Source: an optimization exercise on an open RTL-to-GDS flow (aim: small area, a short achievable clock period and few clock cycles per item). Production flows keep margins and buffers that such runs may drop. Function was checked by simulation only, so behaviour that the tests miss may differ from the original. Power figures rest on the tool's default switching activity, not on a simulated workload.

<file path="design/flow/config.mk">
export PLATFORM = sky130hd
export DESIGN_NAME = fx_arith_top
export DESIGN_NICKNAME = fx_arith_top
export VERILOG_FILES = /design/flow/design.v
export SDC_FILE = /design/flow/constraint.sdc
export NUM_CORES = 4
export LEC_CHECK = 0
export CAP_MARGIN = 20
export CORE_MARGIN = 2
export CORE_UTILIZATION = 40
export SLEW_MARGIN = 20
</file>
<file path="design/flow/constraint.sdc">
create_clock -name core_clock -period 5.5 [get_ports {clk}]
set_input_delay 1.1000 -clock core_clock [delete_from_list [all_inputs] [get_ports {clk}]]
set_output_delay 1.1000 -clock core_clock [all_outputs]
set_load 0.01 [all_outputs]
</file>
<file path="design/flow/design.v">
`timescale 1ns/1ns
package fx_pkg;
  typedef logic [16-1:0] fx_word_t;
  typedef logic [32-1:0] fx_prod_t;
endpackage
`timescale 1ns/1ns
module fx_partial_stage (
  input  logic             clk,
  input  logic             rst_n,
  input  logic             in_valid,
  output logic             in_ready,
  input  fx_pkg::fx_word_t num_a,
  input  fx_pkg::fx_word_t num_b,
  input  logic             op_mul,
  output logic             down_valid,
  input  logic             down_ready,
  output logic             down_op_mul,
  output logic [16:0] down_add_sum,
  output fx_pkg::fx_prod_t [4-1:0] down_group_sum
);
  fx_pkg::fx_prod_t                     a_ext;               
  fx_pkg::fx_prod_t                     pp [16];      
  fx_pkg::fx_prod_t [4-1:0] grp;
  logic [16:0]           sum_ab;
  logic                         accept;
  assign a_ext = {{(32 - 16){1'b0}}, num_a};
  always_comb
  begin
    for (int i = 0; i < 16; i++)
    begin
      pp[i] = (a_ext << i) & {32{num_b[i]}};
    end
  end
  always_comb
  begin
    for (int k = 0; k < 4; k++)
    begin
      grp[k] = '0;
      for (int j = k; j < 16; j += 4)
      begin
        grp[k] = grp[k] + pp[j];
      end
    end
  end
  assign sum_ab = {1'b0, num_a} + {1'b0, num_b};  
  assign in_ready = !down_valid || down_ready;
  assign accept   = in_valid && in_ready;
  always_ff @(posedge clk)
  begin
    if (!rst_n)
      down_valid <= 1'b0;
    else if (accept)
      down_valid <= 1'b1;
    else if (down_ready)
      down_valid <= 1'b0;
  end
  always_ff @(posedge clk)
  begin
    if (accept)
    begin
      down_op_mul    <= op_mul;
      down_add_sum   <= sum_ab;
      down_group_sum <= grp;
    end
  end
endmodule
`timescale 1ns/1ns
module fx_reduce_stage (
  input  logic             clk,
  input  logic             rst_n,
  input  logic             up_valid,
  output logic             up_ready,
  input  logic             up_op_mul,
  input  logic [16:0] up_add_sum,
  input  fx_pkg::fx_prod_t [4-1:0] up_group_sum,
  output logic             out_valid,
  input  logic             out_ready,
  output fx_pkg::fx_word_t result,
  output logic             overflow,
  output logic             precision_lost
);
  fx_pkg::fx_prod_t product;
  fx_pkg::fx_word_t res_next;
  logic     ovf_next;
  logic     lost_next;
  logic     accept;
  always_comb
  begin
    product = '0;
    for (int k = 0; k < 4; k++)
    begin
      product = product + up_group_sum[k];
    end
  end
  always_comb
  begin
    if (up_op_mul)
    begin
      res_next  = product[8 +: 16];                      
      ovf_next  = |product[32-1:16+8];       
      lost_next = |product[8-1:0];                              
    end
    else
    begin
      res_next  = up_add_sum[16-1:0];
      ovf_next  = up_add_sum[16];
      lost_next = 1'b0;  
    end
  end
  assign up_ready = !out_valid || out_ready;
  assign accept   = up_valid && up_ready;
  always_ff @(posedge clk)
  begin
    if (!rst_n)
      out_valid <= 1'b0;
    else if (accept)
      out_valid <= 1'b1;
    else if (out_ready)
      out_valid <= 1'b0;
  end
  always_ff @(posedge clk)
  begin
    if (accept)
    begin
      result         <= res_next;
      overflow       <= ovf_next;
      precision_lost <= lost_next;
    end
  end
endmodule
`timescale 1ns/1ns
module fx_arith_top (
  input  logic             clk,
  input  logic             rst_n,
  input  logic             in_valid,
  output logic             in_ready,
  input  fx_pkg::fx_word_t num_a,     
  input  fx_pkg::fx_word_t num_b,     
  input  logic             op_mul,
  output logic             out_valid,
  input  logic             out_ready,
  output fx_pkg::fx_word_t result,
  output logic             overflow,
  output logic             precision_lost
);
  logic                                 stage_valid;
  logic                                 stage_ready;
  logic                                 stage_op_mul;
  logic [16:0]                   stage_add_sum;
  fx_pkg::fx_prod_t [4-1:0] stage_group_sum;
  fx_partial_stage i_partial_stage (
    .clk      (clk),
    .rst_n    (rst_n),
    .in_valid (in_valid),
    .in_ready (in_ready),
    .num_a    (num_a),
    .num_b    (num_b),
    .op_mul   (op_mul),
    .down_valid     (stage_valid),
    .down_ready     (stage_ready),
    .down_op_mul    (stage_op_mul),
    .down_add_sum   (stage_add_sum),
    .down_group_sum (stage_group_sum)
  );
  fx_reduce_stage i_reduce_stage (
    .clk            (clk),
    .rst_n          (rst_n),
    .up_valid       (stage_valid),
    .up_ready       (stage_ready),
    .up_op_mul      (stage_op_mul),
    .up_add_sum     (stage_add_sum),
    .up_group_sum   (stage_group_sum),
    .out_valid      (out_valid),
    .out_ready      (out_ready),
    .result         (result),
    .overflow       (overflow),
    .precision_lost (precision_lost)
  );
endmodule
</file>
<file path="design/flow/run.sh">
#!/bin/bash
# synth_recipe.tcl (not shown) runs the flow's synth.tcl, then flattens the netlist and writes it again
# the make line also repeats each setting of config.mk as NAME=value (left out here)
make -C /OpenROAD-flow-scripts/flow DESIGN_CONFIG=/design/flow/config.mk WORK_HOME=/design/flow/orfs CLKGATE_MAP_FILE= SYNTH_SCRIPT=/design/flow/synth_recipe.tcl finish
</file>
==> out/metrics.yaml <==
die_h_um: 205
syn_to_final_growth_pct: 15.6
rows: 73
leakagePower_nw: 9.08
ys_top_cells_by_count: "inv_1 (267), ha_1 (223), nand2_1 (187)"
ir_worst_vdd_v: 0.000238
track_usage_pct: 20.5
initial_core_util_pct: 40.7
antenna_found_initial: 1
grt_pass1_vias: 12400
comb_power_share_pct: 59.3
fillers: 3777
p_per_area_nw_per_um2: 378
synth_area_per_cell_sq_um: 9.72
p_int_mw: 4.21
hold_path_class: "flip-flop to flip-flop"
cts_made_buffers: 17
clockRootBuffer: "clkbuf_16"
first_pass_iters: 5
syn_inst: 1667
clk_path_buf_depth: 2
synth_fp_nets: 2052
synth_edf_count: 152
utilization_pct: 47.0
switching_share_pct: 40.5
clk_latency_ns: 0.44
setup_viol: 0
ys_warn_count: 3
hold_viol_final: 0
ys_ff_latch: 154
synthArstFlopShare_pct: 0
worstMarginPinSlew_ns: 0.978
reg2reg_from: "i_partial_stage.down_group_sum[35]"
power_mw: 7.08
yosysMostFrequentCell: "inv_1"
cts.htree.levels: 4
synth_top_area_share_pct: 28.2
fp.dieArea_sq_um: 42100
critical_path_class: "primary input to flip-flop"
status: "complete, no violations"
clk_pin_slew_ns: 0.07
place_hpwl_mm: 32.6
start_kind: "primary input"
slew_violations: 0
cp.arrival_ns: 5.26
drive_gt1_share_pct: 8.73
post-route-drc-count: 0
portBuffers: 56
yosysTopAreaCell: "edfxtp_1"
setup.worst_path.end_class: "flip-flop"
cts_resized: 0
maxCapViolCount: 0
clock_skew_ns: 0.0134
fin_hold_ws_ns: 0.509
max-slew-margin-rel_pct: 34.5
finalWirelength_mm: 40.9
seq_area_frac_synth_pct: 28.4
dieWidth_um: 205
fmax_ghz: 0.197
dr.first_iter.drc_count: 641
overflow: 0
grt_max_degree: 75
hp-start: "i_partial_stage.down_valid"
period_share_pct: 92.4
critical_path.max_fanout: 5
crit_start: "num_a[4]"
synth.area.top_cells: "edfxtp_1 (28%), ha_1 (17%), fa_1 (15%)"
crit_required_ns: 5.68
synthFlopType: "edfxtp_1"
p_seq_share_pct: 24.1
rsz0062_at_grt: "false"
fin_crit_ns: 5.08
p_clk_share_pct: 16.6
drt.antenna.violating_nets: 0
synth.distinct_cells: 64
synthesis.area_sq_um: 16200
gp_congestion: 0.880
post_cts_buffers: 0
wl_per_cell_um: 17.5
antennaDiodeCount: 0
core-area_sq_um: 39800
io-pin-count: 57
clock-sinks: 154
cts_tree: "built"
p_switching_mw: 2.87
grt_pass1_wl_mm: 65.6
cts_hold_buffers: 0
nNetsFinal: 2182
detailroute.via_count: 12000
vias_per_cell: 5.13
## registers in the layout (all words and copies together) (netlist names)
register and count:
i_partial_stage.down_add_sum 17, i_partial_stage.down_group_sum 116, i_partial_stage.down_op_mul 1, i_partial_stage.down_valid 1
i_reduce_stage.out_valid 1, i_reduce_stage.overflow 1, i_reduce_stage.precision_lost 1, i_reduce_stage.result 16
## path summary, 6_finish.rpt
kind,end,depth (start not counted),slack [ns]
worst max register to register,i_reduce_stage.overflow,16,0.88
worst min register to register,i_reduce_stage.out_valid,1,0.51
worst max-delay path,i_partial_stage.down_group_sum[26],17,0.42
worst min-delay path,i_reduce_stage.out_valid,1,0.51
## power groups by stage
stage / clock, mW / sequential [mW] / combinational [mW]
after floorplan: 0 / 1.73 / 3.06
after global placement: 0 / 1.73 / 4.10
after detailed placement: 0 / 1.74 / 4.16
after CTS: 1.20 / 1.71 / 4.21
after global routing: 1.25 / 1.73 / 4.71
final: 1.17 / 1.71 / 4.20
## critical path: stages
cell and delay (ns):
clkdlybuf4s50_1 0.61, ha_1 0.22, inv_1 0.07, fa_1 0.51, inv_1 0.04, ha_1 0.28
ha_1 0.34, a21o_1 0.18, a21oi_2 0.16, o21bai_1 0.10, a2111o_1 0.45, a311oi_1 0.34
nor2_1 0.15, a21oi_2 0.22, o21ai_2 0.09, o41ai_2 0.27, xor2_1 0.12
## routing by layer
metal / vias up / GRT usage (%) / wire, um
met3: 57 / 2.23 / 1610
met2: 246 / 34.8 / 19300
met5: - / 0 / 0
li1: 5837 / - / -
met1: 5827 / 27.4 / 19200
met4: 0 / 6.60 / 907
## final cells by class
class	count	area, sq um	share of cell area [%]
inverters	267	1000	5.35
multi-input cells	1207	10500	55.8
flip-flops and latches	154	4600	24.6
clock buffers	19	433	2.31
clock inverters	12	124	0.661
repair buffers	150	1450	7.76
well taps	525	657	3.51
## cell families after synthesis
logic type / count (synthesis) / synth area share [%]
simple gates: 459 / 13.7
fa+ha+maj: 348 / 32.7
buf+inv: 306 / 7.09
compound gates: 277 / 11.3
flops: 154 / 28.4
xor+xnor: 106 / 5.73
mux: 17 / 1.17
## placed cells by master (no fill, tap or decap), drive strengths merged, types with 19 or more instances in the layout
master and instances:
xor2 30, ha 223, and2 102, nor3 19
edfxtp 152, nand3 20, clkdlybuf4s50 56, clkbuf 19
xnor2 76, a21oi 86, a21o 35, nor2 62
o21ai 57, inv 269, nand2 187, fa 125
buf 94
## stage by stage
stage	setup slack (ns)	cell area [sq um]	setup TNS, ns	cells
2_1_floorplan	0.591	16200	0	1667
3_3_place_gp	0.000988	18200	0	2303
3_5_place_dp	-0.0368	18200	-0.0404	2303
4_1_cts	0.433	18700	0	2334
5_1_grt	0.125	18700	0	2334
6_report	0.419	18700	0	2334
Testbench counts, summed over its fixed seeds: cycles 12,016, items 12,000.

-- afterwards: timing with drivers on the ports --
How much do the figures lean on ideal ports? The routed layout below was timed once more, with nothing changed but the port constraints. Step 1 (the two cells are an assumption about what drives the block):
set clk [get_ports {clk}]
set_driving_cell -lib_cell sky130_fd_sc_hd__clkbuf_16 $clk
set_driving_cell -lib_cell sky130_fd_sc_hd__buf_2 [delete_from_list [all_inputs] $clk]
Step 2, shift: input delay + t, output delay - t, t = (earliest + latest rising clock arrival at the registers) / 2. This alone moves slack from input paths to output paths. Three values: ideal, step 1, step 2; two values: the first two.
shift t [ns]: 0.491
setup slack, ns: 0.419 / 0.443 / -0.049
worst hold slack (ns): 0.509 / 0.509 / 0.509
latest minus earliest clock arrival (ns): 0.014 / 0.015
worst data-port slew with drivers (ns): 0.16
Met with ideal ports but missed after step 2: setup timing in this run. The setup slack of this run moves by +0.024 ns with the drivers and by -0.468 ns with both steps.
